This design comes from an exercise in tuning for small area on the open sky130 flow, not from production work. Function was checked by simulation only, so behaviour that the tests miss may differ from the original. Power and IR drop assume default switching activity.

[flow/config.mk]
export PLATFORM = sky130hd
export DESIGN_NAME = binary_neighbor_count_filter
export DESIGN_NICKNAME = binary_neighbor_count_filter
export VERILOG_FILES = /design/flow/design.v
export SDC_FILE = /design/flow/constraint.sdc
export NUM_CORES = 4
export LEC_CHECK = 0
export CAP_MARGIN = 20
export CORE_MARGIN = 2
export CORE_UTILIZATION = 40
export SLEW_MARGIN = 20
[flow/constraint.sdc]
create_clock -name core_clock -period 7.0 [get_ports {clk}]
set_input_delay 1.4000 -clock core_clock [delete_from_list [all_inputs] [get_ports {clk}]]
set_output_delay 1.4000 -clock core_clock [all_outputs]
set_load 0.01 [all_outputs]
[flow/design.v]
`timescale 1ns / 1ps
package bncf_pkg;
  localparam int CFG_IDX_W  = 3;
  localparam int CFG_DATA_W = 11;
  localparam logic [CFG_IDX_W-1:0] CFG_IMAGE_WIDTH     = 3'd0;
  localparam logic [CFG_IDX_W-1:0] CFG_IMAGE_HEIGHT    = 3'd1;
  localparam logic [CFG_IDX_W-1:0] CFG_WHITE_THRESHOLD = 3'd2;
  localparam logic [CFG_IDX_W-1:0] CFG_MIN_NEIGHBORS   = 3'd3;
  localparam logic [CFG_IDX_W-1:0] CFG_BORDER_MARGIN   = 3'd4;
  localparam logic [CFG_DATA_W-1:0] RST_IMAGE_WIDTH  = 11'd640;
  localparam logic [CFG_DATA_W-1:0] RST_IMAGE_HEIGHT = 11'd480;
  localparam logic [7:0]            RST_THRESHOLD    = 8'd127;
  localparam logic [3:0]            RST_MIN_NB       = 4'd4;
  localparam logic [3:0]            RST_MARGIN       = 4'd5;
  localparam logic OP_PIXEL = 1'b0;
  localparam logic OP_FLUSH = 1'b1;
  localparam int   PIX_W    = 8;
  localparam logic [PIX_W-1:0] VALUE_WHITE = 8'd255;
  localparam logic [PIX_W-1:0] VALUE_BLACK = 8'd0;
  typedef struct packed {
    logic up;
    logic down;
    logic left;
    logic right;
  } nb_mask_t;
endpackage
`timescale 1ns / 1ps
import bncf_pkg::*;
module binary_neighbor_count_filter #(
  parameter int MAX_WIDTH  = 1024,
  parameter int MAX_HEIGHT = 1024
) (
  input  logic                          clk,
  input  logic                          rst_n,
  input  logic                          cfg_valid,
  output logic                          cfg_ready,
  input  logic [bncf_pkg::CFG_IDX_W-1:0]  cfg_index,
  input  logic [bncf_pkg::CFG_DATA_W-1:0] cfg_data,
  input  logic                          in_valid,
  output logic                          in_ready,
  input  logic                          in_op,
  input  logic [bncf_pkg::PIX_W-1:0]    in_pixel,
  output logic                          out_valid,
  input  logic                          out_ready,
  output logic [bncf_pkg::PIX_W-1:0]    out_value,
  output logic                          out_last
);
  localparam int CW  = $clog2(MAX_WIDTH);         
  localparam int WW  = $clog2(MAX_WIDTH + 1);     
  localparam int HW  = $clog2(MAX_HEIGHT + 1);    
  localparam int ORW = $clog2(MAX_HEIGHT);        
  localparam int RW  = $clog2(MAX_HEIGHT + 2);    
  localparam int RSW = ((RW > 4) ? RW : 4) + 1;   
  localparam int CSW = ((WW > 4) ? WW : 4) + 1;   
  function automatic logic [WW-1:0] clamp_w(input logic [CFG_DATA_W-1:0] v);
    logic [WW-1:0] res;
    if (v == '0) begin
      res = WW'(1);
    end else if (v > MAX_WIDTH) begin
      res = WW'(MAX_WIDTH);
    end else begin
      res = WW'(v);
    end
    clamp_w = res;
  endfunction
  function automatic logic [HW-1:0] clamp_h(input logic [CFG_DATA_W-1:0] v);
    logic [HW-1:0] res;
    if (v == '0) begin
      res = HW'(1);
    end else if (v > MAX_HEIGHT) begin
      res = HW'(MAX_HEIGHT);
    end else begin
      res = HW'(v);
    end
    clamp_h = res;
  endfunction
  logic [WW-1:0] width_r;
  logic [HW-1:0] height_r;
  logic [7:0]    thresh_r;
  logic [3:0]    min_nb_r;
  logic [3:0]    margin_r;
  logic [RW-1:0]  in_row_r,  in_row_nxt;
  logic [CW-1:0]  in_col_r,  in_col_nxt;
  logic [ORW-1:0] out_row_r, out_row_nxt;
  logic [CW-1:0]  out_col_r, out_col_nxt;
  logic           s1_vld_r;
  logic [CW-1:0]  s1_addr_r;
  logic           s1_bit_r;
  logic           s1_emit_r;
  logic           s1_last_r;
  bncf_pkg::nb_mask_t       s1_nb_r;
  logic           fwd_r;
  logic [1:0]     fwd_data_r;
  logic [1:0]     rd_r;
  logic [5:0]     win_r, win_nxt;
  logic             out_valid_r;
  logic [PIX_W-1:0] out_value_r;
  logic             out_last_r;
  logic [1:0] line_mem [MAX_WIDTH];
  logic cfg_fire, restart;
  logic in_fire, early_flush, load;
  logic s1_adv;
  logic [RSW-1:0] row_x, height_x, margin_rx, orow_p1;
  logic [CSW-1:0] col_x, width_x, margin_cx, ocol_p1;
  logic           in_image, in_margin, pix_bit;
  logic           emit, last;
  bncf_pkg::nb_mask_t       nb;
  logic       top, mid;
  logic [1:0] src;
  logic [8:0] win9;
  logic [3:0] nb_count;
  assign cfg_ready = 1'b1;
  assign cfg_fire  = cfg_valid && cfg_ready;
  assign restart   = cfg_fire && (cfg_index == CFG_IMAGE_WIDTH ||
                                  cfg_index == CFG_IMAGE_HEIGHT);
  assign s1_adv   = s1_vld_r && (!s1_emit_r || !out_valid_r || out_ready);
  assign in_ready = !s1_vld_r || s1_adv;
  assign in_fire  = in_valid && in_ready;
  always_comb begin
    row_x     = RSW'(in_row_r);
    height_x  = RSW'(height_r);
    margin_rx = RSW'(margin_r);
    col_x     = CSW'(in_col_r);
    width_x   = CSW'(width_r);
    margin_cx = CSW'(margin_r);
    orow_p1   = RSW'(out_row_r) + RSW'(1);
    ocol_p1   = CSW'(out_col_r) + CSW'(1);
    in_image    = row_x < height_x;
    early_flush = in_image && (in_op == OP_FLUSH);
    load        = in_fire && !early_flush;
    in_margin = (row_x < margin_rx) || ((row_x + margin_rx) > height_x) ||
                (col_x < margin_cx) || ((col_x + margin_cx) > width_x);
    pix_bit   = in_image && !in_margin && (in_pixel >= thresh_r);
    emit = (row_x >= RSW'(2)) || (row_x == RSW'(1) && in_col_r != '0);
    last = (orow_p1 >= height_x) && (ocol_p1 >= width_x);
    nb.up    = out_row_r != '0;
    nb.down  = orow_p1 < height_x;
    nb.left  = out_col_r != '0;
    nb.right = ocol_p1 < width_x;
  end
  always_comb begin
    in_row_nxt  = in_row_r;
    in_col_nxt  = in_col_r;
    out_row_nxt = out_row_r;
    out_col_nxt = out_col_r;
    if (emit && last) begin
      in_row_nxt  = '0;
      in_col_nxt  = '0;
      out_row_nxt = '0;
      out_col_nxt = '0;
    end else begin
      if (emit) begin
        if (ocol_p1 >= width_x) begin
          out_col_nxt = '0;
          out_row_nxt = out_row_r + ORW'(1);
        end else begin
          out_col_nxt = out_col_r + CW'(1);
        end
      end
      if ((col_x + CSW'(1)) >= width_x) begin
        in_col_nxt = '0;
        in_row_nxt = in_row_r + RW'(1);
      end else begin
        in_col_nxt = in_col_r + CW'(1);
      end
    end
  end
  always_ff @(posedge clk) begin
    if (!rst_n) begin
      width_r   <= clamp_w(RST_IMAGE_WIDTH);
      height_r  <= clamp_h(RST_IMAGE_HEIGHT);
      thresh_r  <= RST_THRESHOLD;
      min_nb_r  <= RST_MIN_NB;
      margin_r  <= RST_MARGIN;
      in_row_r  <= '0;
      in_col_r  <= '0;
      out_row_r <= '0;
      out_col_r <= '0;
    end else begin
      if (cfg_fire) begin
        unique case (cfg_index)
          CFG_IMAGE_WIDTH:     width_r  <= clamp_w(cfg_data);
          CFG_IMAGE_HEIGHT:    height_r <= clamp_h(cfg_data);
          CFG_WHITE_THRESHOLD: thresh_r <= cfg_data[7:0];
          CFG_MIN_NEIGHBORS:   min_nb_r <= cfg_data[3:0];
          CFG_BORDER_MARGIN:   margin_r <= cfg_data[3:0];
          default: ;
        endcase
      end
      if (restart) begin
        in_row_r  <= '0;
        in_col_r  <= '0;
        out_row_r <= '0;
        out_col_r <= '0;
      end else if (load) begin
        in_row_r  <= in_row_nxt;
        in_col_r  <= in_col_nxt;
        out_row_r <= out_row_nxt;
        out_col_r <= out_col_nxt;
      end
    end
  end
  always_ff @(posedge clk) begin
    if (load) begin
      rd_r <= line_mem[in_col_r];
    end
    if (s1_adv) begin
      line_mem[s1_addr_r] <= {mid, s1_bit_r};
    end
  end
  always_ff @(posedge clk) begin
    if (!rst_n) begin
      s1_vld_r <= 1'b0;
      fwd_r    <= 1'b0;
    end else begin
      if (load) begin
        s1_vld_r <= 1'b1;
        fwd_r    <= s1_vld_r && (s1_addr_r == in_col_r);
      end else if (s1_adv) begin
        s1_vld_r <= 1'b0;
      end
    end
  end
  always_ff @(posedge clk) begin
    if (load) begin
      s1_addr_r <= in_col_r;
      s1_bit_r  <= pix_bit;
      s1_emit_r <= emit;
      s1_last_r <= emit && last;
      s1_nb_r   <= nb;
    end
    if (s1_adv) begin
      fwd_data_r <= {mid, s1_bit_r};
    end
  end
  always_comb begin
    src  = fwd_r ? fwd_data_r : rd_r;
    top  = src[1];
    mid  = src[0];
    win9 = {win_r, top, mid, s1_bit_r};
    nb_count = 4'(win9[8] & s1_nb_r.left & s1_nb_r.up)
             + 4'(win9[7] & s1_nb_r.left)
             + 4'(win9[6] & s1_nb_r.left & s1_nb_r.down)
             + 4'(win9[5] & s1_nb_r.up)
             + 4'(win9[3] & s1_nb_r.down)
             + 4'(win9[2] & s1_nb_r.right & s1_nb_r.up)
             + 4'(win9[1] & s1_nb_r.right)
             + 4'(win9[0] & s1_nb_r.right & s1_nb_r.down);
    win_nxt = s1_last_r ? 6'd0 : win9[5:0];
  end
  always_ff @(posedge clk) begin
    if (!rst_n) begin
      win_r <= '0;
    end else if (restart) begin
      win_r <= '0;
    end else if (s1_adv) begin
      win_r <= win_nxt;
    end
  end
  always_ff @(posedge clk) begin
    if (!rst_n) begin
      out_valid_r <= 1'b0;
    end else if (s1_adv && s1_emit_r) begin
      out_valid_r <= 1'b1;
    end else if (out_ready) begin
      out_valid_r <= 1'b0;
    end
  end
  always_ff @(posedge clk) begin
    if (s1_adv && s1_emit_r) begin
      out_value_r <= (nb_count >= min_nb_r) ? VALUE_WHITE : VALUE_BLACK;
      out_last_r  <= s1_last_r;
    end
  end
  assign out_valid = out_valid_r;
  assign out_value = out_value_r;
  assign out_last  = out_last_r;
endmodule
[flow/run.sh]
#!/bin/bash
# synth_recipe.tcl (not shown) runs the flow's synth.tcl, then flattens the netlist and writes it again
# the make line also repeats each setting of config.mk as NAME=value (left out here)
make -C /OpenROAD-flow-scripts/flow DESIGN_CONFIG=/design/flow/config.mk WORK_HOME=/design/flow/orfs CLKGATE_MAP_FILE= SYNTH_SCRIPT=/design/flow/synth_recipe.tcl finish
==> Flow_metrics.wiki <==
{| class="wikitable"
! Metric !! Value
|-
| Fin crit share || 0.682
|-
| Total Wirelength || 254000 um
|-
| Max transition margin || 0.194
|-
| CP Class || register to register
|-
| Leakage component of the power || 0.0305 uW
|-
| Total track usage || 0.218
|-
| Total via count after detailed routing || 51600
|-
| Clock tree root driver cell || clkbuf_16
|-
| Min Tclk post-route || 4.77 ns
|-
| Synthesis warning total || 1
|-
| Peak supply drop || 0.250 mV
|-
| Post-synth top flop || edfxtp_1
|-
| Number of buffers added for setup after CTS || 0
|-
| Number of synthesized flops with an enable pin || 2071
|-
| Maximum net fanout on the critical path || 35
|-
| Post-synthesis sequential area ratio || 0.705
|-
| Share of synthesized registers carrying an async set or reset || 0
|-
| Critical Path End Type || register
|-
| Remaining Overflow, GRT || 0
|-
| Setup violation total in the final timing report || 0
|-
| Die W || 480 um
|-
| Fmax || 0.210 GHz
|-
| CTS max path bufs || 3
|-
| Syn Inst Count || 5574
|-
| Number of cell rows || 174
|-
| Clock transition at the register clock pins on the worst setup and hold paths after CTS || 0.07 ns
|-
| MaxCap Viol Count || 0
|-
| Outcome || complete, no violations
|-
| Core Footprint || 225000 um2
|-
| Layout cell share with drive strength beyond 1 || 0.181
|-
| Post-synth top area cell || edfxtp_1
|-
| Required time worst endpoint || 7.76 ns
|-
| Post-synth net total || 5713
|-
| Flip-flop and latch count after synthesis || 2159
|-
| Routed wirelength normalized by instance count || 29.1 um
|-
| Number of nets still failing antenna checks after routing || 0
|-
| Power per unit of standard cell area || 257 nW/um2
|-
| Clock buffers created by TritonCTS || 218
|-
| Number of global-route vias before repair || 51600
|-
| Boundary Pins || 40
|-
| Vias per cell || 5.90
|-
| Transition time of the tightest slew-check pin || 1.21 ns
|-
| First-pass iteration count of the detailed router || 6
|-
| Area contributors post-synth || edfxtp_1 69%, mux4_2 12%, nor2_1 4.7%
|-
| Finished layout cell area || 101000 um2
|-
| Slew Viols, Final || 0
|-
| H-tree lvl count || 4
|-
| # resized after CTS || 0
|-
| Number of buffer cells added on primary ports || 38
|-
| Largest net degree at the start of global routing || 232
|-
| Skew final || 0.0681 ns
|-
| Placed instance area || 94400 um2
|-
| Kind of path behind the tightest hold check || register to register
|-
| Hold-fix buffer count after cts || 0
|-
| Total number of nets in the final design || 5701
|-
| Data arrival time of the critical path || 5.53 ns
|-
| Post-synthesis area per instance || 16.3 um2
|-
| Clock Latency Late Sink || 0.87 ns
|-
| Layout area overhead || 11.7%
|-
| DRC errors left || 0
|-
| Number of distinct standard cells referenced by the synthesized netlist || 78
|-
| Cell types with the highest counts after synthesis || 2071 x edfxtp_1, 1128 x nor2_1, 482 x mux4_2
|-
| Post-synth top area share || 0.685
|-
| Sum of negative setup slack || 0 ns
|-
| Cell area after synthesis || 90800 um2
|-
| Number of clock sinks || 2159
|-
| Placer's final routability congestion estimate || 0.836
|-
| Wire length of the first global-routing pass || 367000 um
|-
| Crit path from || in_col_r[3]
|-
| Number of antenna violations at the first check in global routing || 12
|-
| Chip height || 480 um
|-
| Critical hold path startpoint || width_r[1]
|-
| Count leader, synth || edfxtp_1
|-
| Clock tree from TritonCTS || done
|-
| Starting density of the core || 0.403
|-
| Iteration-0 DRC count of the detailed router || 6669
|-
| Type of element launching the critical path || register
|-
| HPWL Detailed || 149000 um
|-
| Setup repair after global routing missed its margin || false
|-
| Area of the die || 231000 um2
|-
| Beginning of the worst register-to-register path || in_col_r[3]
|-
| Number of failing hold endpoints at the final stage || 0
|}
[final timing paths]
kind,end,slack (ns),depth (start not counted)
max reg2reg,in_col_r[0],2.23,14
min,width_r[1],0.47,2
max,in_col_r[0],2.23,14
min reg2reg,width_r[1],0.47,2
[registers in the layout, indices dropped and copies added (netlist names), 2 cells and up]
signal / flops
width_r: 11
height_r: 11
win_r: 6
out_row_r: 10
out_col_r: 10
rd_r: 2
in_row_r: 11
min_nb_r: 4
margin_r: 4
in_col_r: 10
fwd_data_r: 2
thresh_r: 8
s1_nb_r: 4
line_mem: 2048
s1_addr_r: 10
[cells by family after synthesis]
logic type	after synthesis	share of synthesized area
AO/OA/AOI/OAI	509	0.0388
XOR/XNOR	59	0.00569
adder cells (fa/ha/maj)	111	0.0158
buffers and inverters	495	0.0256
flip-flops	2159	0.705
multiplexers	592	0.133
other	1	0.0000413
AND/OR/NAND/NOR	1648	0.0767
[cell usage in the layout, fill, tap and decap left out, types with 14 or more instances in the layout]
master / Yosys / layout
buf_4: 33 / 144
nor2b_1: 50 / 48
a22oi_1: 91 / 91
o211ai_1: 30 / 30
a22o_1: 27 / 27
edfxtp_1: 2071 / 2071
nand3_1: 60 / 60
clkinv_2: 0 / 41
a21oi_1: 99 / 98
clkinv_1: 0 / 49
xnor2_1: 36 / 36
clkbuf_1: 287 / 47
xor2_1: 23 / 23
and2_1: 16 / 15
mux2_2: 19 / 18
nor3_1: 41 / 40
bufinv_16: 0 / 15
nand2_2: 0 / 33
nand4_1: 29 / 29
nand2_1: 195 / 156
clkbuf_16: 0 / 223
clkdlybuf4s50_1: 0 / 38
inv_1: 64 / 64
nand3b_1: 17 / 17
a221oi_1: 29 / 29
mux2i_1: 86 / 86
o21ai_0: 60 / 59
mux4_2: 482 / 482
a211oi_1: 20 / 20
ha_1: 105 / 103
a21o_1: 15 / 15
nor2_1: 1128 / 1126
and3_1: 29 / 29
dfxtp_1: 88 / 81
a31oi_1: 19 / 19
nor3b_1: 16 / 14
nand2b_1: 24 / 22
o22ai_1: 36 / 36
[where the power goes]
| part | total [uW] | switching (uW) | internal (uW) |
|---|---|---|---|
| sequential | 14100 | 16.4 | 14000 |
| clock | 11400 | 5000 | 6410 |
| combinational | 587 | 345 | 242 |
[metal layers]
layer,track usage,share of wire,wire (um),up-vias
li1,-,-,-,21600
met1,0.302,0.40,103000,27100
met2,0.345,0.47,120000,2467
met3,0.0442,0.091,23100,454
met4,0.0728,0.034,8550,4
met5,0,0.00013,32,-
[layout make-up]
cell class | count | area [um2]
Timing Repair Buffer | 198 | 1790
Inverter | 65 | 244
Multi-Input combinational cell | 2920 | 24700
Fill cell | 19600 | 124000
Tap cell | 2992 | 3740
Clock inverter | 130 | 1140
Antenna cell | 2 | 5.00
Sequential cell | 2159 | 64000
Clock buffer | 272 | 5780
[worst max-delay path: stages (launching register included)]
cell and delay (ns):
dfxtp_4 0.87, and2_4 0.73, buf_4 0.51, nand3_1 0.13
nor2_1 0.18, ha_1 0.27, nand4_1 0.12, nor3_1 0.07
a41oi_1 0.21, nand2_1 0.07, a21oi_1 0.13, buf_4 0.21
and2_1 0.68, nand3_1 0.15, a21oi_1 0.29
[metrics by stage]
stage	util	setup WS (ns)	hold WS (ns)	instances	total power, uW
6_report	0.450	2.23	0.473	8738	26000
5_1_grt	0.450	1.97	0.481	8737	26700
4_1_cts	0.450	2.22	0.471	8734	26200
3_5_place_dp	0.419	1.83	0.462	8332	14900
3_3_place_gp	0.419	1.85	0.453	8331	14900
2_1_floorplan	-	-8.39	0.403	5574	14800

-- re-timing with driven ports --
The flow's constraints put no driver on any port. The routed layout listed below was extracted and timed again, unchanged, in two steps.
Step 1 (the two cells are an assumption about what drives the block):
set clk [get_ports {clk}]
set_driving_cell -lib_cell sky130_fd_sc_hd__clkbuf_16 $clk
set_driving_cell -lib_cell sky130_fd_sc_hd__buf_2 [delete_from_list [all_inputs] $clk]
Step 2 times the ports against the registers' clock, not the clock port: input delays grow and output delays shrink by t, the midpoint of the rising clock arrivals with the driver on.
Three values: ideal ports, drivers, drivers and shift; two values: the first two.
t, ns: 0.923
slack for setup (ns): 2.227 / 2.227 / 1.955
cell pins on the clock port's net: 1
After both steps setup and hold are still met in this run. For this run, drivers alone change the setup slack by 0.000 ns; drivers and shift together by -0.272 ns.
